This design comes from an exercise in tuning for small area and a short achievable clock period on the open sky130 flow, not from production work. Function was checked by simulation only, so behaviour that the tests miss may differ from the original. Power is estimated from default activity; no workload was simulated.

## run.sh

```bash
#!/bin/bash
# synth_recipe.tcl (not shown) runs the flow's synth.tcl, then flattens the netlist and writes it again
# the make line also repeats each setting of config.mk as NAME=value (left out here)
make -C /OpenROAD-flow-scripts/flow DESIGN_CONFIG=/design/flow/config.mk WORK_HOME=/design/flow/orfs CLKGATE_MAP_FILE= SYNTH_SCRIPT=/design/flow/synth_recipe.tcl finish
```

## constraint.sdc

```tcl
create_clock -name core_clock -period 4.5 [get_ports {clk}]
set_input_delay 0.9000 -clock core_clock [delete_from_list [all_inputs] [get_ports {clk}]]
set_output_delay 0.9000 -clock core_clock [all_outputs]
set_load 0.01 [all_outputs]
```

## config.mk

```make
export PLATFORM = sky130hd
export DESIGN_NAME = usb_eps_arb
export DESIGN_NICKNAME = usb_eps_arb
export VERILOG_FILES = /design/flow/design.v
export SDC_FILE = /design/flow/constraint.sdc
export NUM_CORES = 4
export LEC_CHECK = 0
export CAP_MARGIN = 20
export CORE_MARGIN = 2
export CORE_UTILIZATION = 60
export CTS_CLUSTER_DIAMETER = 90
export CTS_CLUSTER_SIZE = 26
export SETUP_SLACK_MARGIN = 2.3
export SLEW_MARGIN = 20
export SYNTH_HIERARCHICAL = 1
```

## design.v

```verilog
package usb_eps_pkg;
    localparam int unsigned EPS_AW = 8;
    localparam int unsigned EPS_DW = 16;
    typedef enum logic [1:0] {
        H_IDLE = 2'b00,
        H_WAIT = 2'b01,
        H_DONE = 2'b10
    } host_st_e;
    typedef enum logic [1:0] {
        TAG_NONE = 2'b00,
        TAG_ENG  = 2'b01,
        TAG_HOST = 2'b10
    } tag_e;
endpackage
module usb_eps_ram #(
    parameter int unsigned AW = 8,
    parameter int unsigned DW = 16,
    parameter int unsigned NP = 8             
) (
    input  logic                 clk_i,
    input  logic [2**(AW/2)-1:0] whi_ni,      
    input  logic [2**(AW/2)-1:0] wlo_ni,      
    input  logic [2**AW-1:0]     rsel_i,      
    input  logic [DW-1:0]        wdata_i,
    output logic [DW-1:0]        rdata_o      
);
    localparam int unsigned NW = 2**AW;
    localparam int unsigned NH = 2**(AW/2);
    localparam int unsigned LK = 3;                   
    localparam int unsigned NL = (NW + LK - 1) / LK;  
    localparam int unsigned GL = (NL + NP - 1) / NP;  
    localparam int unsigned NQ = (GL + 3) / 4;        
    logic [NW-1:0]         mem [DW];          
    logic [NW-1:0]         wsel;
    logic [NP-1:0][DW-1:0] part_nd, part_nq;
    for (genvar w = 0; w < NW; w++) begin : g_word
        usb_eps_wl u_wsel (.a_ni(whi_ni[w / NH]), .b_ni(wlo_ni[w % NH]), .y_o(wsel[w]));
        for (genvar b = 0; b < DW; b++) begin : g_bit
            always_ff @(posedge clk_i) begin
                if (wsel[w]) begin
                    mem[b][w] <= wdata_i[b];
                end
            end
        end
    end
    for (genvar b = 0; b < DW; b++) begin : g_bit
        logic [NL-1:0] leaf_n;
        for (genvar l = 0; l < NL; l++) begin : g_leaf
            localparam int unsigned K = (NW - l*LK < LK) ? NW - l*LK : LK;
            usb_eps_rdleaf #(.K(K)) u_leaf (
                .sel_i (rsel_i[l*LK +: K]),
                .d_i   (mem[b][l*LK +: K]),
                .y_no  (leaf_n[l])
            );
        end
        for (genvar p = 0; p < NP; p++) begin : g_part
            localparam int unsigned L0 = p*GL;
            localparam int unsigned PL = (NL - L0 < GL) ? NL - L0 : GL;
            localparam int unsigned PQ = (PL + 3) / 4;
            logic [PQ-1:0] quad;
            for (genvar q = 0; q < PQ; q++) begin : g_quad
                localparam int unsigned K = (PL - q*4 < 4) ? PL - q*4 : 4;
                usb_eps_nand #(.K(K)) u_nand (.a_i(leaf_n[L0 + q*4 +: K]), .y_o(quad[q]));
            end
            usb_eps_nor #(.K(PQ)) u_nor (.a_i(quad), .y_o(part_nd[p][b]));
        end
    end
    always_ff @(posedge clk_i) begin
        part_nq <= part_nd;
    end
    always_comb begin
        rdata_o = '0;
        for (int p = 0; p < NP; p++) begin
            rdata_o = rdata_o | ~part_nq[p];
        end
    end
endmodule
module usb_eps_rdleaf #(
    parameter int unsigned K = 12
) (
    input  logic [K-1:0] sel_i,
    input  logic [K-1:0] d_i,
    output logic         y_no
);
    assign y_no = ~|(sel_i & d_i);
endmodule
module usb_eps_wl (
    input  logic a_ni,
    input  logic b_ni,
    output logic y_o
);
    assign y_o = ~(a_ni | b_ni);
endmodule
module usb_eps_nand #(
    parameter int unsigned K = 4
) (
    input  logic [K-1:0] a_i,
    output logic         y_o
);
    assign y_o = ~&a_i;
endmodule
module usb_eps_nor #(
    parameter int unsigned K = 3
) (
    input  logic [K-1:0] a_i,
    output logic         y_o
);
    assign y_o = ~|a_i;
endmodule
import usb_eps_pkg::*;
module usb_eps_arb #(
    parameter int unsigned AW = usb_eps_pkg::EPS_AW,
    parameter int unsigned DW = usb_eps_pkg::EPS_DW
) (
    input  logic          clk,
    input  logic          rst,
    input  logic          eps_read_0,
    input  logic          eps_write_0,
    input  logic          eps_zero_0,
    input  logic [AW-1:0] eps_addr_0,
    input  logic [DW-1:0] eps_wrdata_0,
    output logic [DW-1:0] eps_rddata_3,
    input  logic          host_req,
    input  logic          host_we,
    input  logic [AW-1:0] host_addr,
    input  logic [DW-1:0] host_wdata,
    output logic [DW-1:0] host_rdata,
    output logic          host_ack,
    output logic          host_busy
);
    localparam int unsigned HW = AW / 2;
    localparam int unsigned NH = 2**HW;
    logic          eng_cmd, grant, init_busy, init_next;
    logic          busy_q, host_busy_q;
    logic          init_q;
    logic [AW-1:0] init_cnt_q;
    always_ff @(posedge clk) begin
        if (rst) begin
            init_q     <= 1'b1;
            init_cnt_q <= '0;
        end else if (init_q) begin
            init_cnt_q <= init_cnt_q + 1'b1;
            if (&init_cnt_q) begin
                init_q <= 1'b0;
            end
        end
    end
    assign init_busy = init_q;
    assign init_next = rst | (init_q & ~&init_cnt_q);
    assign eng_cmd = eps_read_0 | eps_write_0;
    assign grant   = ~busy_q & host_req & ~eng_cmd;
    function automatic logic [NH-1:0] dec(input logic [HW-1:0] a);
        for (int i = 0; i < NH; i++) begin
            dec[i] = (a == HW'(i));
        end
    endfunction
    logic [NH-1:0] e_hi, e_lo, h_hi, h_lo, r_hi, r_lo, w_hi, w_lo;
    logic          h_we;
    logic [DW-1:0] wdata_m;
    assign e_hi    = dec(eps_addr_0[AW-1:HW]);
    assign e_lo    = dec(eps_addr_0[HW-1:0]);
    assign h_hi    = dec(host_addr[AW-1:HW]);
    assign h_lo    = dec(host_addr[HW-1:0]);
    assign h_we    = grant & host_we;
    assign r_hi    = eng_cmd ? e_hi : h_hi;
    assign r_lo    = eng_cmd ? e_lo : h_lo;
    assign w_hi    = (eps_write_0 ? e_hi : '0) | (h_we ? h_hi : '0) | {NH{init_busy}};
    assign w_lo    = r_lo | {NH{init_busy}};
    assign wdata_m = eng_cmd ? (eps_zero_0 ? '0 : eps_wrdata_0) : host_wdata;
    logic [NH-1:0]      whi_nq, wlo_nq;
    logic [2**AW-1:0]   rsel_q;
    logic [DW-1:0]      wdata_q;
    logic               e_rd_q, h_rd_q, h1_q;
    always_ff @(posedge clk) begin
        whi_nq  <= ~w_hi;
        wlo_nq  <= ~w_lo;
        for (int w = 0; w < 2**AW; w++) begin
            rsel_q[w] <= r_hi[w / NH] & r_lo[w % NH];
        end
        wdata_q <= init_busy ? '0 : wdata_m;
    end
    always_ff @(posedge clk) begin
        if (rst) begin
            e_rd_q <= 1'b0;
            h_rd_q <= 1'b0;
            h1_q   <= 1'b0;
        end else begin
            e_rd_q <= eps_read_0 & ~eps_write_0 & ~init_busy;
            h_rd_q <= grant & ~host_we;
            h1_q   <= grant;
        end
    end
    logic [DW-1:0] ram_rdata;
    usb_eps_ram #(
        .AW (AW),
        .DW (DW)
    ) u_ram (
        .clk_i   (clk),
        .whi_ni  (whi_nq),
        .wlo_ni  (wlo_nq),
        .rsel_i  (rsel_q),
        .wdata_i (wdata_q),
        .rdata_o (ram_rdata)
    );
    logic e_rd2_q, h_rd2_q, h2_q;
    always_ff @(posedge clk) begin
        if (rst) begin
            e_rd2_q <= 1'b0;
            h_rd2_q <= 1'b0;
            h2_q    <= 1'b0;
        end else begin
            e_rd2_q <= e_rd_q;
            h_rd2_q <= h_rd_q;
            h2_q    <= h1_q;
        end
    end
    logic [DW-1:0] eps_rddata_q, host_rdata_q;
    logic          host_ack_q, h3_q;
    always_ff @(posedge clk) begin
        if (rst) begin
            host_ack_q   <= 1'b0;
            eps_rddata_q <= '0;
            host_rdata_q <= '0;
        end else begin
            host_ack_q <= h2_q;
            if (e_rd2_q) begin
                eps_rddata_q <= ram_rdata;
            end
            if (h_rd2_q) begin
                host_rdata_q <= ram_rdata;
            end
        end
    end
    always_ff @(posedge clk) begin
        h3_q        <= h2_q;
        busy_q      <= init_next | grant | h1_q | h2_q | h3_q;
        host_busy_q <= init_next | grant | h1_q | h2_q | host_ack_q;
    end
    assign eps_rddata_3 = eps_rddata_q;
    assign host_rdata   = host_rdata_q;
    assign host_ack     = host_ack_q;
    assign host_busy    = host_busy_q;
endmodule
```

==> results of run 1 <==
## layout make-up
| cell class | count | area, µm² |
|---|---|---|
| Tap cell | 3402 | 4260 |
| Sequential cell | 4579 | 133000 |
| Timing Repair Buffer | 514 | 4520 |
| Inverter | 18 | 67.6 |
| Antenna cell | 77 | 193 |
| Clock inverter | 11 | 170 |
| Clock buffer | 351 | 5510 |
| Multi-Input combinational cell | 2740 | 22500 |
| Fill cell | 17420 | 88800 |
## state kept, by name, summed over array words and instances, names as in the netlist, 8 cells and up
name,count
u_ram.mem,4096
rsel_q,256
u_ram.part_nq,128
eps_rddata_q,16
host_rdata_q,16
wdata_q,16
whi_nq,16
wlo_nq,16
init_cnt_q,8
## cell usage after synthesis, drive strengths merged (4+ instances only)
master     n
nand2b     4
nor3     371
a221oi    17
a21oi     35
dfxtp    483
clkbuf    29
nand3b    16
or4b       5
nor4bb     6
nand4    292
o21a       6
nand2     43
nor4b      9
nor4       4
o21ai     25
mux2i     45
and4bb     5
a222oi  1360
inv       18
nor2b      8
edfxtp  4096
and4b      6
buf       78
nand3    133
nor2     301
or2       17
## modules after synthesis (local to each module, per instance), excerpt
module | flip-flops and latches | area (µm²)
usb_eps_arb | 355 | 11700
usb_eps_wl | 0 | 3.75
## metrics by stage
stage / std cells / hold slack (ns) / cell area, µm²
2_1_floorplan: 7438 / 0.359 / 156000
3_3_place_gp: 11233 / 0.375 / 164000
3_5_place_dp: 11233 / 0.377 / 164000
4_1_cts: 11612 / 0.249 / 170000
5_1_grt: 11681 / 0.274 / 170000
6_report: 11692 / 0.301 / 170000
## worst max-delay path by stage
stage / endpoint / depth (start not counted) / start
finish: eps_rddata_3[9] / 1 / eps_rddata_q[9]$_SDFFE_PP0P_
floorplan: whi_nq[0]$_DFF_P_ / 4 / eps_read_0
CTS: eps_rddata_3[9] / 1 / eps_rddata_q[9]$_SDFFE_PP0P_
detailed placement: rsel_q[217]$_DFF_P_ / 7 / eps_read_0
global placement: rsel_q[250]$_DFF_P_ / 7 / eps_read_0
global route: host_rdata_q[2]$_SDFFE_PP0P_ / 4 / u_ram.part_nq[2]$_DFF_P_
## power groups by stage
stage	logic (mW)	clock network, mW	registers (mW)
final	0.496	20.8	45.6
after global routing	0.505	22.4	45.6
after CTS	0.483	21.1	45.6
after detailed placement	0.435	0	46.5
after global placement	0.430	0	46.5
after floorplan	0.254	0	46.5
## kinds of logic (layout without fill, tap and decap cells)
group / count (synthesis) / in the layout / share of synthesized area [%]
flip-flops: 4579 / 4579 / 85.2
buffers and inverters: 125 / 894 / 0.545
AND/OR/NAND/NOR: 1230 / 1230 / 4.79
other: 0 / 77 / 0
adder cells (fa/ha/maj): 1 / 1 / 0.00803
XOR/XNOR: 4 / 4 / 0.0225
multiplexers: 45 / 45 / 0.316
AO/OA/AOI/OAI: 1454 / 1460 / 9.12
## layer usage
| metal | vias to the layer above | track usage (%) | part of all wire (%) | wire, µm |
|---|---|---|---|---|
| met5 | - | 0 | 0.023 | 102 |
| met4 | 14 | 9.50 | 3.3 | 14300 |
| met3 | 545 | 5.04 | 11 | 49700 |
| met2 | 5384 | 49.8 | 46 | 203000 |
| met1 | 44821 | 49.8 | 39 | 174000 |
| li1 | 34736 | - | - | - |
## what timing repair did
item                       CTS  global route
buffers inserted            11             3
pin swaps                    6             9
resized for setup          220            23
setup endpoints to repair  293           112
gates cloned                 6             0
==> flow_metrics.py, run 1 <==
metrics = {
    "outcome": {
        "status": "complete, no violations",
    },
    "clocking": {
        "numCtsBuffers": 194,
        "cts.sink_count": 4579,
        "clkTransAtPathRegs_ns": 0.10,
        "ctsLongestPathBuffers": 3,
        "ctsHoldBuffers": 0,
        "h-tree-depth": 4,
        "cts_tree": "done",
        "worstSkewPairLatency_ns": 0.88,
        "root_buffer": "clkbuf_16",
    },
    "worst_setup_path": {
        "crit_path_cell_trace": "clkdlybuf4s15_2",
        "cp_data_required_time_ns": 3.60,
        "reg2regPathDepth": 4,
        "path_class": "flip-flop to output port",
        "cp-end-kind": "output port",
        "path_max_fanout": 2,
        "critical_path_arrival_ns": 1.44,
        "critical_path_buf_inv_count": 1,
        "timing.reg2reg.setup_slack_ns": 2.21,
        "max_stage_delay_ns": 0.35,
        "r2r-end": "eps_rddata_q[6]$_SDFFE_PP0P_",
        "cp_top_family": "flip-flops",
        "crit_path_start_kind": "flip-flop",
        "crit_slowest_cell": "dfxtp_2",
        "r2r_start": "u_ram.part_nq[6]$_DFF_P_",
    },
    "logic_synthesis": {
        "ys_top_cells_by_area": "edfxtp_1 79%, a222oi_1 8.7%, dfxtp_1 6.2%, nor3_2 1.4%, nand4_1 1.2%",
        "syn_inst": 7438,
        "syn_area_per_cell_um2": 20.9,
        "yosysTopAreaCell": "edfxtp_1",
        "synth-seq-cells": 4579,
        "async_flop_share_pct": 0,
        "ys_seq_area_share_pct": 85.2,
        "synth_flop_cell": "edfxtp_1",
        "syn_area_um2": 156000,
        "netlist.area_leader.share_pct": 79.0,
        "yosysWarnings": 10,
        "synth.net_count": 7494,
        "synth_enable_flop_cells": 4096,
        "yosysUniqueCellTypes": 56,
    },
    "pwr": {
        "p_int_mw": 54.1,
        "power_leakage_nw": 64.2,
        "p_comb_share_pct": 0.7,
        "p_per_area_nw_per_um2": 394,
        "switching_share_pct": 19.2,
        "switchingPower_mw": 12.8,
        "ir_drop_mv": 0.447,
        "total_power_mw": 66.9,
        "pwr-share-seq_pct": 68.1,
        "clkPwrFrac_pct": 31.1,
    },
    "timing": {
        "tightestPinTransition_ns": 1.27,
        "drv_slew": 0,
        "fin_tns_setup_ns": 0,
        "setup_viol": 0,
        "max_freq_ghz": 0.428,
        "min_period_ns": 2.34,
        "skew_ns": 0.0395,
        "finalWorstSetupSlack_ns": 2.16,
        "fin_crit_sh_pct": 51.9,
        "rsz0062_at_grt": "true",
        "relSlewSlack_pct": 15.3,
        "hold_viol": 0,
    },
    "global_route": {
        "grt_usage_pct": 32.7,
        "antenna_found_initial": 51,
        "grt_pass1_wl_mm": 608,
        "grt_max_degree": 143,
        "first_global_vias": 79122,
        "overflow": 0,
    },
    "finish": {
        "final_common_cell": "edfxtp_1",
        "syn_to_final_growth_pct": 9.17,
        "drive_gt1_share_pct": 12.4,
        "layout_common_cells": "4096 x edfxtp_1, 1360 x a222oi_1, 411 x dfxtp_1, 390 x buf_4, 292 x nand4_1",
        "final_core_util_pct": 65.7,
        "nets": 8103,
    },
    "die": {
        "num_rows": 187,
        "start_util_pct": 60.2,
        "pin_count": 89,
        "die-area_um2": 264000,
        "die_height_um": 513,
        "core_area_um2": 259000,
        "die_w_um": 513,
    },
    "detailed_routing": {
        "wl_mm": 440,
        "drc_errors": 0,
        "via_per_inst": 7.31,
        "antenna_left": 0,
        "route.detailed.wl_per_inst_um": 37.7,
        "drtPass1Iterations": 13,
        "vias": 85500,
        "drtIter0Drc": 19308,
    },
    "worst_hold_path": {
        "worstHoldPathCells": 2,
        "hold_end": "init_cnt_q[5]$_SDFFE_PP0P_",
        "hold_class": "input pin to flip-flop",
        "hp-start": "rst",
    },
    "flow_run": {
        "cap_violations": 0,
    },
    "placement": {
        "place_hpwl_mm": 266,
        "routabilityCongestion": 0.909,
        "portBuffers": 88,
        "pre_cts_slack_ns": 0.893,
    },
}
==> run 2, diff against run 1 <==
--- a/config.mk
+++ b/config.mk
@@ -11,5 +11,5 @@
 export CTS_CLUSTER_DIAMETER = 90
 export CTS_CLUSTER_SIZE = 26
-export SETUP_SLACK_MARGIN = 2.3
+export SETUP_SLACK_MARGIN = 2.2
 export SLEW_MARGIN = 20
 export SYNTH_HIERARCHICAL = 1
==> run 2 against run 1 <==
Die area stayed put. Routed wire length hardly changed. Area after synthesis stayed put. Setup slack better by 0.0046 ns. Non-clock buffer count is 1 lower. Highest routed layer unchanged. Critical path type is now input pin to flip-flop. Sequential power hardly changed. Clock skew is 0.0086 ns lower. First-iteration DRC count is 3.7% lower. Clock power hardly changed. Flip-flop and latch count stayed put. Critical endpoint is now rsel_q[243]$_DFF_P_. Final cell count hardly changed. Register-to-register slack worse by 0.03 ns.
==> flow_metrics.py, run 2 <==
metrics = {
    "detailed_routing": {
        "drtIter0Drc": 18597,
        "via_per_inst": 7.32,
        "wl_mm": 441,
        "drc_errors": 0,
        "vias": 85656,
        "drtPass1Iterations": 9,
        "route.detailed.wl_per_inst_um": 37.7,
        "antenna_left": 0,
    },
    "pwr": {
        "p_per_area_nw_per_um2": 394,
        "p_int_mw": 54.1,
        "ir_drop_mv": 0.447,
        "switchingPower_mw": 12.8,
        "p_comb_share_pct": 0.7,
        "pwr-share-seq_pct": 68.1,
        "switching_share_pct": 19.2,
        "power_leakage_nw": 64.1,
        "clkPwrFrac_pct": 31.2,
    },
    "logic_synthesis": {
        "yosysWarnings": 10,
        "synth.net_count": 7494,
        "netlist.area_leader.share_pct": 79.0,
        "yosysMostFrequentCell": "edfxtp_1",
        "yosysTopAreaCell": "edfxtp_1",
        "synth_enable_flop_cells": 4096,
        "synth-seq-cells": 4579,
        "ys_seq_area_share_pct": 85.2,
        "netlist_top_cells_count": "4096 x edfxtp_1, 1360 x a222oi_1, 483 x dfxtp_1",
        "syn_area_per_cell_um2": 20.9,
        "yosysUniqueCellTypes": 56,
        "syn_area_um2": 156000,
        "syn_inst": 7438,
        "async_flop_share_pct": 0,
        "synth_flop_cell": "edfxtp_1",
        "ys_top_cells_by_area": "edfxtp_1 79%, a222oi_1 8.7%, dfxtp_1 6.2%, nor3_2 1.4%, nand4_1 1.2%",
    },
    "timing": {
        "min_period_ns": 2.33,
        "relSlewSlack_pct": 19.9,
        "hold_viol": 0,
        "fin_tns_setup_ns": 0,
        "setup_viol": 0,
        "drv_slew": 0,
        "max_freq_ghz": 0.429,
        "tightestPinTransition_ns": 1.20,
        "holdWs_ns": 0.303,
        "rsz0062_at_grt": "true",
        "skew_ns": 0.0309,
        "fin_crit_sh_pct": 51.8,
    },
    "clocking": {
        "ctsLongestPathBuffers": 3,
        "h-tree-depth": 4,
        "cts_tree": "done",
        "cts.sink_count": 4579,
        "ctsHoldBuffers": 0,
        "worstSkewPairLatency_ns": 0.88,
        "root_buffer": "clkbuf_16",
        "clkTransAtPathRegs_ns": 0.10,
        "numCtsBuffers": 194,
    },
    "outcome": {
        "status": "complete, no violations",
    },
    "worst_setup_path": {
        "cp_data_required_time_ns": 5.26,
        "r2r-end": "u_ram.mem[2][116]$_DFFE_PP_",
        "timing.reg2reg.setup_slack_ns": 2.18,
        "path_class": "input pin to flip-flop",
        "critical_path_arrival_ns": 3.10,
        "crit_path_start_kind": "input pin",
        "reg2regPathDepth": 3,
        "endpoint": "rsel_q[243]$_DFF_P_",
        "r2r_start": "wlo_nq[4]$_DFF_P_",
        "path_max_fanout": 17,
        "critPathLaunch": "eps_addr_0[5]",
        "cp-end-kind": "flip-flop",
    },
    "finish": {
        "regMostFlops": "u_ram.mem",
        "largest_reg_flops": 4096,
        "syn_to_final_growth_pct": 9.00,
        "nFillCells": 17453,
        "reg_top3": "u_ram.mem x4096, rsel_q x256, u_ram.part_nq x128",
        "drive_gt1_share_pct": 12.2,
        "final_common_cell": "edfxtp_1",
        "nets": 8102,
        "layout_common_cells": "4096 x edfxtp_1, 1360 x a222oi_1, 419 x dfxtp_1, 389 x buf_4, 292 x nand4_1",
    },
    "global_route": {
        "grt_max_degree": 143,
        "overflow": 0,
        "first_global_vias": 79098,
        "grt_usage_pct": 32.7,
        "antenna_found_initial": 48,
        "grt_pass1_wl_mm": 609,
    },
    "placement": {
        "routabilityCongestion": 0.909,
        "place_hpwl_mm": 266,
        "portBuffers": 88,
    },
    "die": {
        "die-area_um2": 264000,
        "core_area_um2": 259000,
        "die_w_um": 513,
        "num_rows": 187,
        "die_height_um": 513,
        "start_util_pct": 60.2,
        "pin_count": 89,
    },
    "worst_hold_path": {
        "worstHoldPathCells": 2,
        "hold_class": "input pin to flip-flop",
    },
    "flow_run": {
        "cap_violations": 0,
    },
}
run 2: cell count changes in the layout (fill, tap and decap cells not counted), moves of 6 or more:
cell	delta
buf_2	+28
nor3_2	+9
nor2_1	+6
buf_6	-29
dfxtp_2	-8
nor3_4	-9
dfxtp_1	+8
run 2: power groups by stage:
stage          logic [mW]  clock network, mW  registers [mW]
2_1_floorplan       0.254                  0            46.5
3_3_place_gp        0.430                  0            46.5
3_5_place_dp        0.435                  0            46.5
4_1_cts             0.487               21.1            45.6
5_1_grt             0.507               22.4            45.6
6_report            0.499               20.9            45.6
run 2: critical path, stage by stage:
cell and delay [ns]:
clkdlybuf4s50_1 1.05, o211a_1 0.39, a32oi_1 0.24, buf_4 0.31
nor3_1 0.18
run 2: cell families (layout without fill, tap and decap cells):
logic type | count (synthesis) | after routing | synth area share (%)
AOI/OAI and AO/OA | 1454 | 1460 | 9.12
xor gates and xnor gates | 4 | 4 | 0.0225
adders and majority gates | 1 | 1 | 0.00803
buffers and inverters | 125 | 893 | 0.545
DFF | 4579 | 4579 | 85.2
muxes | 45 | 45 | 0.316
other | 0 | 81 | 0
and+or+nand+nor | 1230 | 1230 | 4.79
run 2: worst min-delay path by stage:
stage / slack (ns) / to / startpoint
2_1_floorplan: 0.36 / h3_q$_DFF_P_ / h2_q$_SDFF_PP0_
3_3_place_gp: 0.38 / h3_q$_DFF_P_ / h2_q$_SDFF_PP0_
3_5_place_dp: 0.38 / h3_q$_DFF_P_ / h2_q$_SDFF_PP0_
4_1_cts: 0.25 / init_cnt_q[5]$_SDFFE_PP0P_ / rst
5_1_grt: 0.27 / h1_q$_SDFF_PP0_ / rst
6_report: 0.30 / init_cnt_q[5]$_SDFFE_PP0P_ / rst
run 2: per-module statistics from Yosys (local to each module, per instance), excerpt:
module / copies in the design / flops+latches / area (µm²)
usb_eps_arb: 1 / 355 / 11700
usb_eps_wl: 256 / 0 / 3.75
run 2: metrics by stage:
step	total power [mW]	util [%]	worst slack, ns	cell area, µm²	std cells
after floorplan	46.8	-	2.30	156000	7438
after global placement	47.0	63.3	0.956	164000	11233
after detailed placement	47.0	63.3	0.893	164000	11233
after CTS	67.1	65.5	2.05	169000	11613
after global routing	68.5	65.6	2.09	170000	11680
final	66.9	65.6	2.17	170000	11695
run 2: final cells by class:
type | instances | area [µm²] | share of cell area (%)
multi-input combinational | 2740 | 22400 | 13.2
tap | 3402 | 4260 | 2.51
inverter | 18 | 67.6 | 0.0398
clock inverter | 11 | 170 | 0.100
antenna | 81 | 203 | 0.119
sequential | 4579 | 133000 | 78.2
timing repair buffer | 513 | 4350 | 2.56
clock buffer | 351 | 5510 | 3.25
run 2: metal layers:
metal	up-vias	part of all wire, %	global-route usage, %
met3	546	11	5.03
li1	34737	-	-
met2	5398	46	49.7
met5	-	0.017	0
met4	12	3.2	9.41
met1	44963	40	50.0
run 2: what timing repair did:
action                                  CTS  global route
buffers inserted                         12             1
cloned                                    6             0
gates resized for setup                 179             7
pin swaps                                 4             1
endpoints found under the setup margin  206            66
==> run 3, diff against run 2 <==
--- a/design.v
+++ b/design.v
@@ -69,9 +69,16 @@
         part_nq <= part_nd;
     end
-    always_comb begin
-        rdata_o = '0;
-        for (int p = 0; p < NP; p++) begin
-            rdata_o = rdata_o | ~part_nq[p];
-        end
+    localparam int unsigned NR = (NP + 3) / 4;
+    for (genvar b = 0; b < DW; b++) begin : g_out
+        logic [NR-1:0] half;
+        for (genvar r = 0; r < NR; r++) begin : g_nand
+            localparam int unsigned K = (NP - r*4 < 4) ? NP - r*4 : 4;
+            logic [K-1:0] pin;
+            for (genvar k = 0; k < K; k++) begin : g_in
+                assign pin[k] = part_nq[r*4 + k][b];
+            end
+            usb_eps_nand #(.K(K)) u_nand (.a_i(pin), .y_o(half[r]));
+        end
+        usb_eps_or #(.K(NR)) u_or (.a_i(half), .y_o(rdata_o[b]));
     end
 endmodule
@@ -107,4 +114,12 @@
 );
     assign y_o = ~|a_i;
+endmodule
+module usb_eps_or #(
+    parameter int unsigned K = 2
+) (
+    input  logic [K-1:0] a_i,
+    output logic         y_o
+);
+    assign y_o = |a_i;
 endmodule
 import usb_eps_pkg::*;
--- a/config.mk
+++ b/config.mk
@@ -6,10 +6,10 @@
 export NUM_CORES = 4
 export LEC_CHECK = 0
-export CAP_MARGIN = 20
+export CAP_MARGIN = 10
 export CORE_MARGIN = 2
-export CORE_UTILIZATION = 60
+export CORE_UTILIZATION = 65
 export CTS_CLUSTER_DIAMETER = 90
 export CTS_CLUSTER_SIZE = 26
-export SETUP_SLACK_MARGIN = 2.2
-export SLEW_MARGIN = 20
+export SETUP_SLACK_MARGIN = 2.25
+export SLEW_MARGIN = 10
 export SYNTH_HIERARCHICAL = 1
==> run 3 against run 2 <==
Still clean on timing, DRC and antenna. Die area down 7.6%. Non-clock buffer count decreased by 34. Area after synthesis did not move. Register-to-register slack got worse by 0.11 ns. Final cell count shrank 2.5%. Fmax decreased by 4.0%. Largest cell class unchanged.
==> flow_metrics.py, run 3 <==
metrics = {
    "logic_synthesis": {
        "yosysMostFrequentCell": "edfxtp_1",
        "syn_area_um2": 156000,
        "netlist_top_cells_count": "4096 x edfxtp_1, 1360 x a222oi_1, 483 x dfxtp_1",
        "yosysTopAreaCell": "edfxtp_1",
        "synth_flop_cell": "edfxtp_1",
        "ys_top_cells_by_area": "edfxtp_1 79%, a222oi_1 8.7%, dfxtp_1 6.2%, nor3_2 1.4%, nand4_1 1.2%",
        "async_flop_share_pct": 0,
        "yosysWarnings": 10,
        "netlist.area_leader.share_pct": 79.0,
        "syn_inst": 7438,
        "yosysUniqueCellTypes": 56,
        "synth.net_count": 7494,
        "syn_area_per_cell_um2": 20.9,
        "synth-seq-cells": 4579,
        "synth_enable_flop_cells": 4096,
        "ys_seq_area_share_pct": 85.2,
    },
    "detailed_routing": {
        "drtIter0Drc": 20615,
        "vias": 86353,
        "drtPass1Iterations": 12,
        "antenna_left": 0,
        "routed.top_layer": "met5",
        "route.met3.wl_mm": 55.3,
        "drt-met1-wl_mm": 161,
        "route.detailed.wl_per_inst_um": 38.0,
        "via_per_inst": 7.57,
        "wl_mm": 434,
        "drc_errors": 0,
        "met2_length_mm": 201,
    },
    "finish": {
        "final_common_cell": "edfxtp_1",
        "syn_to_final_growth_pct": 8.72,
        "regMostFlops": "u_ram.mem",
        "drive_gt1_share_pct": 11.9,
        "nFillCells": 14647,
        "nets": 8070,
        "instances_no_fill": 11401,
        "layout_common_cells": "4096 x edfxtp_1, 1360 x a222oi_1, 412 x dfxtp_1, 362 x buf_4, 292 x nand4_1",
        "largest_reg_flops": 4096,
        "reg_top3": "u_ram.mem x4096, rsel_q x256, u_ram.part_nq x128",
    },
    "placement": {
        "portBuffers": 88,
        "place_hpwl_mm": 263,
        "dp_cells": 10968,
        "routabilityCongestion": 0.904,
        "pre_cts_slack_ns": 0.796,
    },
    "timing": {
        "tightestPinTransition_ns": 1.25,
        "fin_tns_setup_ns": 0,
        "relSlewSlack_pct": 16.3,
        "holdWs_ns": 0.325,
        "min_period_ns": 2.43,
        "setup_viol": 0,
        "skew_ns": 0.0295,
        "rsz0062_at_grt": "true",
        "finalWorstSetupSlack_ns": 2.07,
        "fin_crit_sh_pct": 54.0,
        "hold_viol": 0,
        "drv_slew": 0,
        "max_freq_ghz": 0.412,
    },
    "clocking": {
        "numCtsBuffers": 194,
        "clkTransAtPathRegs_ns": 0.10,
        "worstSkewPairLatency_ns": 0.89,
        "cts_tree": "done",
        "h-tree-depth": 4,
        "root_buffer": "clkbuf_16",
        "cts.sink_count": 4579,
        "ctsLongestPathBuffers": 3,
        "ctsHoldBuffers": 0,
    },
    "global_route": {
        "overflow": 0,
        "grt_pass1_wl_mm": 599,
        "grt_max_degree": 138,
        "first_global_vias": 79151,
        "antenna_found_initial": 47,
        "grt_usage_pct": 35.0,
    },
    "worst_setup_path": {
        "r2r_start": "u_ram.part_nq[40]$_DFF_P_",
        "cp_data_required_time_ns": 5.26,
        "crit_slowest_cell": "nand4_1",
        "critical_path_arrival_ns": 3.19,
        "critPathLaunch": "u_ram.part_nq[40]$_DFF_P_",
        "crit_path_start_kind": "flip-flop",
        "reg2regPathDepth": 4,
        "max_stage_delay_ns": 0.79,
        "path_max_fanout": 7,
        "cp-end-kind": "flip-flop",
        "timing.reg2reg.setup_slack_ns": 2.07,
        "path_class": "flip-flop to flip-flop",
        "crit_path_cell_trace": "nand4_1, or2_1, mux2i_1, nor2_1",
    },
    "pwr": {
        "ir_drop_mv": 0.436,
        "power_leakage_nw": 63.9,
        "p_per_area_nw_per_um2": 394,
    },
    "die": {
        "core_area_um2": 238000,
        "pin_count": 89,
        "die_height_um": 493,
        "die-area_um2": 243000,
        "num_rows": 179,
        "start_util_pct": 65.4,
        "die_w_um": 493,
    },
    "worst_hold_path": {
        "hold_class": "input pin to flip-flop",
        "worstHoldPathCells": 2,
        "hp-start": "rst",
    },
    "flow_run": {
        "cap_violations": 0,
    },
    "outcome": {
        "status": "complete, no violations",
    },
}
run 3: cell types whose count changed in the layout (fill, tap and decap cells not counted), sizes merged, moves of 2 or more:
| cell | delta |
|---|---|
| buf | -33 |
| clkbuf | -21 |
| clkinv | -4 |
| dlygate4sd2 | +2 |
| dlymetal6s2s | -2 |
| inv | -2 |
| o21a | +2 |
run 3: worst max-delay path: cells and delay by family, from the launching register on:
| kind | cells | cell delay [ns] |
|---|---|---|
| AND/OR/NAND/NOR | 3 | 1.38 |
| flip-flops | 1 | 0.75 |
| multiplexers | 1 | 0.18 |
run 3: worst paths after layout:
| kind | endpoint |
|---|---|
| hold reg to reg | h3_q$_DFF_P_ |
| setup / recovery | host_rdata_q[8]$_SDFFE_PP0P_ |
| setup reg to reg | host_rdata_q[8]$_SDFFE_PP0P_ |
| hold / removal | init_cnt_q[5]$_SDFFE_PP0P_ |
run 3: cells by family (layout without fill, tap and decap cells):
logic type,after synthesis,in the layout,synth area share (%)
AOI/OAI and AO/OA,1454,1462,9.12
buffers and inverters,125,833,0.545
xor gates and xnor gates,4,4,0.0225
muxes,45,45,0.316
DFF,4579,4579,85.2
adders and majority gates,1,1,0.00803
other,0,80,0
and+or+nand+nor,1230,1230,4.79
run 3: timing repair:
item | 4_1_cts | 5_1_grt
setup buffers | 6 | 3
gates cloned | 8 | 0
resized for setup | 219 | 13
pin swaps | 8 | 4
setup endpoints to repair | 306 | 188
run 3: area by class of cell:
cell class | count | area [µm²] | area share (%)
Timing Repair Buffer | 479 | 4190 | 2.47
Clock buffer | 331 | 5560 | 3.28
Antenna cell | 80 | 200 | 0.118
Inverter | 18 | 67.6 | 0.0399
Tap cell | 3167 | 3960 | 2.34
Sequential cell | 4579 | 133000 | 78.4
Multi-Input combinational cell | 2742 | 22500 | 13.3
Clock inverter | 5 | 51.3 | 0.0303
run 3: through the flow:
| step | instance area (µm²) | power, mW | utilization (%) |
|---|---|---|---|
| global placement | 163000 | 46.9 | 68.5 |
| global route | 169000 | 68.1 | 71.1 |
| finish | 169000 | 66.7 | 71.1 |
| floorplan | 156000 | 46.8 | - |
| CTS | 169000 | 66.8 | 71.0 |
| detailed placement | 163000 | 46.9 | 68.5 |
run 3: metal layers:
layer	track usage, %	vias to the layer above
li1	-	34673
met1	52.7	44799
met2	52.5	6223
met3	5.74	654
met4	13.0	4
met5	0	-
run 3: where the power goes:
group | internal [mW] | switching (mW) | leakage, nW
registers | 45.5 | 0.0568 | 54.5
logic | 0.115 | 0.335 | 6.75
clock network | 8.50 | 12.2 | 2.68
total | 54.1 | 12.6 | 63.9
run 3: Yosys stat by module (local to each module, per instance), a selection:
module       copies in the design  cells  cell area (µm²)  flops+latches
usb_eps_arb                     1   1022            11700            355
usb_eps_wl                    256      1             3.75              0
==> run 4, diff against run 3 <==
--- a/design.v
+++ b/design.v
@@ -19,6 +19,6 @@
 ) (
     input  logic                 clk_i,
-    input  logic [2**(AW/2)-1:0] whi_ni,      
-    input  logic [2**(AW/2)-1:0] wlo_ni,      
+    input  logic [1:0][2**(AW/2)-1:0] whi_ni,  
+    input  logic [1:0][2**(AW/2)-1:0] wlo_ni,  
     input  logic [2**AW-1:0]     rsel_i,      
     input  logic [DW-1:0]        wdata_i,
@@ -35,5 +35,9 @@
     logic [NP-1:0][DW-1:0] part_nd, part_nq;
     for (genvar w = 0; w < NW; w++) begin : g_word
-        usb_eps_wl u_wsel (.a_ni(whi_ni[w / NH]), .b_ni(wlo_ni[w % NH]), .y_o(wsel[w]));
+        usb_eps_wl u_wsel (
+            .a_ni (whi_ni[(w % NH) / (NH/2)][w / NH]),
+            .b_ni (wlo_ni[(w / NH) / (NH/2)][w % NH]),
+            .y_o  (wsel[w])
+        );
         for (genvar b = 0; b < DW; b++) begin : g_bit
             always_ff @(posedge clk_i) begin
@@ -183,11 +187,13 @@
     assign w_lo    = r_lo | {NH{init_busy}};
     assign wdata_m = eng_cmd ? (eps_zero_0 ? '0 : eps_wrdata_0) : host_wdata;
-    logic [NH-1:0]      whi_nq, wlo_nq;
+    logic [1:0][NH-1:0] whi_nq, wlo_nq;
     logic [2**AW-1:0]   rsel_q;
     logic [DW-1:0]      wdata_q;
     logic               e_rd_q, h_rd_q, h1_q;
     always_ff @(posedge clk) begin
-        whi_nq  <= ~w_hi;
-        wlo_nq  <= ~w_lo;
+        whi_nq[0] <= ~(w_hi & {NH{|w_lo[NH/2-1:0]}});
+        whi_nq[1] <= ~(w_hi & {NH{|w_lo[NH-1:NH/2]}});
+        wlo_nq[0] <= ~(w_lo & {NH{|w_hi[NH/2-1:0]}});
+        wlo_nq[1] <= ~(w_lo & {NH{|w_hi[NH-1:NH/2]}});
         for (int w = 0; w < 2**AW; w++) begin
             rsel_q[w] <= r_hi[w / NH] & r_lo[w % NH];
==> config.mk (replaced) <==
export PLATFORM = sky130hd
export DESIGN_NAME = usb_eps_arb
export DESIGN_NICKNAME = usb_eps_arb
export VERILOG_FILES = /design/flow/design.v
export SDC_FILE = /design/flow/constraint.sdc
export NUM_CORES = 4
export LEC_CHECK = 0
export CAP_MARGIN = 20
export CORE_MARGIN = 2
export CORE_UTILIZATION = 60
export CTS_CLUSTER_DIAMETER = 100
export CTS_CLUSTER_SIZE = 30
export SETUP_SLACK_MARGIN = 2.3
export SLEW_MARGIN = 20
export SYNTH_HIERARCHICAL = 1
==> run 4 against run 3 <==
Register-to-register slack improved by 0.10 ns. Clock-buffer cell count fell by 28. Still clean. Die area rose by 7.9%.
==> flow_metrics.py, run 4 <==
metrics = {
    "logic_synthesis": {
        "synth_enable_flop_cells": 4096,
        "netlist.area_leader.share_pct": 79.3,
        "yosysUniqueCellTypes": 45,
        "async_flop_share_pct": 0,
        "yosysWarnings": 10,
        "yosysTopAreaCell": "edfxtp_1",
        "synth.net_count": 7540,
        "ys_top_cells_by_area": "edfxtp_1 79%, a222oi_1 8.8%, dfxtp_1 6.6%, nor2_1 1.4%, nand4_1 1.2%",
        "yosysMostFrequentCell": "edfxtp_1",
        "ys_seq_area_share_pct": 85.9,
        "syn_inst": 7484,
        "syn_area_um2": 155000,
        "synth_flop_cell": "edfxtp_1",
        "netlist_top_cells_count": "4096 x edfxtp_1, 1360 x a222oi_1, 578 x nor2_1",
        "syn_area_per_cell_um2": 20.7,
        "synth-seq-cells": 4611,
    },
    "placement": {
        "place_area_um2": 164000,
        "place_hpwl_mm": 288,
        "portBuffers": 88,
        "routabilityCongestion": 0.895,
    },
    "worst_setup_path": {
        "cp_data_required_time_ns": 5.23,
        "cp-end-kind": "flip-flop",
        "reg2regPathDepth": 4,
        "crit_path_start_kind": "flip-flop",
        "r2r_start": "rsel_q[54]$_DFF_P_",
        "path_max_fanout": 16,
        "path_class": "flip-flop to flip-flop",
        "crit_slowest_cell": "a222oi_1",
        "critPathLaunch": "rsel_q[54]$_DFF_P_",
        "critical_path_arrival_ns": 3.06,
        "crit_path_cell_trace": "buf_4, a222oi_1, nand4_1, nor3_4",
        "max_stage_delay_ns": 0.79,
    },
    "clocking": {
        "clkTransAtPathRegs_ns": 0.11,
        "ctsHoldBuffers": 0,
        "cts_tree": "done",
        "h-tree-depth": 4,
        "numCtsBuffers": 171,
        "ctsLongestPathBuffers": 3,
        "worstSkewPairLatency_ns": 0.87,
        "cts.sink_count": 4611,
        "root_buffer": "clkbuf_16",
    },
    "detailed_routing": {
        "drtIter0Drc": 19230,
        "vias": 86065,
        "route.detailed.wl_per_inst_um": 39.6,
        "wl_mm": 462,
        "antenna_left": 0,
        "via_per_inst": 7.38,
        "drc_errors": 0,
        "drtPass1Iterations": 12,
    },
    "global_route": {
        "grt_pass1_wl_mm": 629,
        "grt_usage_pct": 34.5,
        "overflow": 0,
        "grt_max_degree": 153,
        "antenna_found_initial": 43,
        "first_global_vias": 79051,
    },
    "timing": {
        "max_freq_ghz": 0.429,
        "min_period_ns": 2.33,
        "holdWs_ns": 0.368,
        "fin_crit_sh_pct": 51.8,
        "tightestPinTransition_ns": 1.31,
        "hold_viol": 0,
        "relSlewSlack_pct": 12.3,
        "setup_viol": 0,
        "drv_slew": 0,
        "fin_tns_setup_ns": 0,
        "skew_ns": 0.0336,
        "rsz0062_at_grt": "true",
    },
    "finish": {
        "final_common_cell": "edfxtp_1",
        "largest_reg_flops": 4096,
        "final_cell_area_um2": 169000,
        "drive_gt1_share_pct": 11.4,
        "reg_top3": "u_ram.mem x4096, rsel_q x256, u_ram.part_nq x128",
        "regMostFlops": "u_ram.mem",
        "nets": 8172,
        "layout_common_cells": "4096 x edfxtp_1, 1360 x a222oi_1, 540 x nor2_1, 437 x dfxtp_1, 409 x buf_4",
        "syn_to_final_growth_pct": 9.03,
    },
    "die": {
        "start_util_pct": 60.4,
        "die_height_um": 512,
        "core_area_um2": 257000,
        "die_w_um": 512,
        "die-area_um2": 263000,
        "pin_count": 89,
        "num_rows": 186,
    },
    "flow_run": {
        "cap_violations": 0,
    },
    "pwr": {
        "power_leakage_nw": 64.4,
        "ir_drop_mv": 0.471,
        "p_per_area_nw_per_um2": 390,
    },
    "worst_hold_path": {
        "hold_class": "flip-flop to flip-flop",
        "hp-start": "h2_q$_SDFF_PP0_",
        "worstHoldPathCells": 0,
    },
    "outcome": {
        "status": "complete, no violations",
    },
}
==> run 4: cell count changes after synthesis, moves of 17 or more <==
cell,delta
nor3_1,-159
buf_6,-40
nor2_1,+278
dfxtp_1,+32
o21ai_0,+27
nor3_2,-84
a221oi_1,-17
==> run 4: worst paths after layout <==
check | end | slack [ns]
worst max-delay path | u_ram.part_nq[30]$_DFF_P_ | 2.17
worst min-delay path | h3_q$_DFF_P_ | 0.37
worst min register to register | h3_q$_DFF_P_ | 0.37
worst max register to register | u_ram.part_nq[30]$_DFF_P_ | 2.17
==> run 4: what timing repair did <==
action                     CTS  global route
setup endpoints to repair  386           250
resized for setup          246            12
setup buffers               17             5
pin swaps                   15            12
==> run 4: where the power goes <==
part	internal, mW	switching, mW	total, mW
clock network	7.65	12.1	19.8
logic	0.0930	0.208	0.301
registers	45.8	0.0507	45.9
==> run 4: layout make-up <==
class	count	area, µm²
flip-flops and latches	4611	133000
fillers	17120	87800
multi-input cells	2790	21800
clock buffers	303	4970
repair buffers	525	4520
well taps	3384	4230
clock inverters	8	72.6
inverters	17	63.8
diodes	20	50.0
==> run 4: metrics by stage <==
stage / power [mW] / worst slack (ns) / utilization [%] / instances
after floorplan: 46.9 / 2.19 / - / 7484
after global placement: 47.1 / 0.845 / 63.7 / 11305
after detailed placement: 47.1 / 0.758 / 63.7 / 11305
after CTS: 66.1 / 2.17 / 65.8 / 11633
after global routing: 67.5 / 2.22 / 65.8 / 11652
final: 66.0 / 2.17 / 65.8 / 11658
==> run 4: routing by layer <==
metal / global-route usage (%) / wire, µm / up-vias / part of all wire, %
met5: 0 / 127 / - / 0.028
met4: 12.4 / 19700 / 20 / 4.3
met3: 5.73 / 52100 / 702 / 11
met2: 54.2 / 218000 / 5874 / 47
met1: 49.5 / 172000 / 44903 / 37
li1: - / - / 34566 / -
==> run 4: kinds of logic after synthesis <==
kind of cell | count (synthesis) | synth area share (%)
DFF | 4611 | 85.9
AOI/OAI and AO/OA | 1496 | 9.29
and+or+nand+nor | 1251 | 4.27
buffers and inverters | 83 | 0.229
muxes | 36 | 0.234
xor gates and xnor gates | 6 | 0.0339
adders and majority gates | 1 | 0.00806
==> run 4: worst max-delay path, delay by kind of cell (launching register included) <==
| kind | cells | cell delay [ns] |
|---|---|---|
| AO/OA/AOI/OAI | 1 | 0.79 |
| buffers and inverters | 1 | 0.21 |
| flip-flops | 1 | 0.34 |
| AND/OR/NAND/NOR | 2 | 0.83 |
==> run 4: modules after synthesis (local to each module, per instance), excerpt <==
| module | flip-flops and latches | cells inside | cell area [µm²] |
|---|---|---|---|
| usb_eps_arb | 387 | 1068 | 11100 |
| usb_eps_wl | 0 | 1 | 3.75 |

==> afterwards: timing with drivers on the ports <==
No port has a modelled driver above. Below, the same layouts with a new extraction and two added sets of constraints. Step 1 (the two cells are an assumption about what drives the block):
set clk [get_ports {clk}]
set_driving_cell -lib_cell sky130_fd_sc_hd__clkbuf_16 $clk
set_driving_cell -lib_cell sky130_fd_sc_hd__buf_2 [delete_from_list [all_inputs] $clk]
Step 2 also shifts input and output timing later by t, the mid clock arrival at the registers, as if the neighbouring blocks saw the same clock. a / b / c = ideal ports / drivers / drivers and shift; a / b = the first two.
run | t, ns | slack for setup (ns) | worst setup path after step 2 | worst data-port slew with drivers (ns)
run 1 | 0.976 | 2.164 / 2.047 / 1.299 | input to register | 0.16
run 2 | 0.969 | 2.168 / 2.127 / 1.279 | input to register | 0.16
run 3 | 0.980 | 2.070 / 2.070 / 1.291 | input to register | 0.21
run 4 | 0.958 | 2.170 / 2.170 / 1.335 | input to register | 0.22
After both steps setup and hold are still met in every run listed. The setup slack of run 2, which loses most, moves by -0.041 ns with the drivers and by -0.889 ns with both steps.
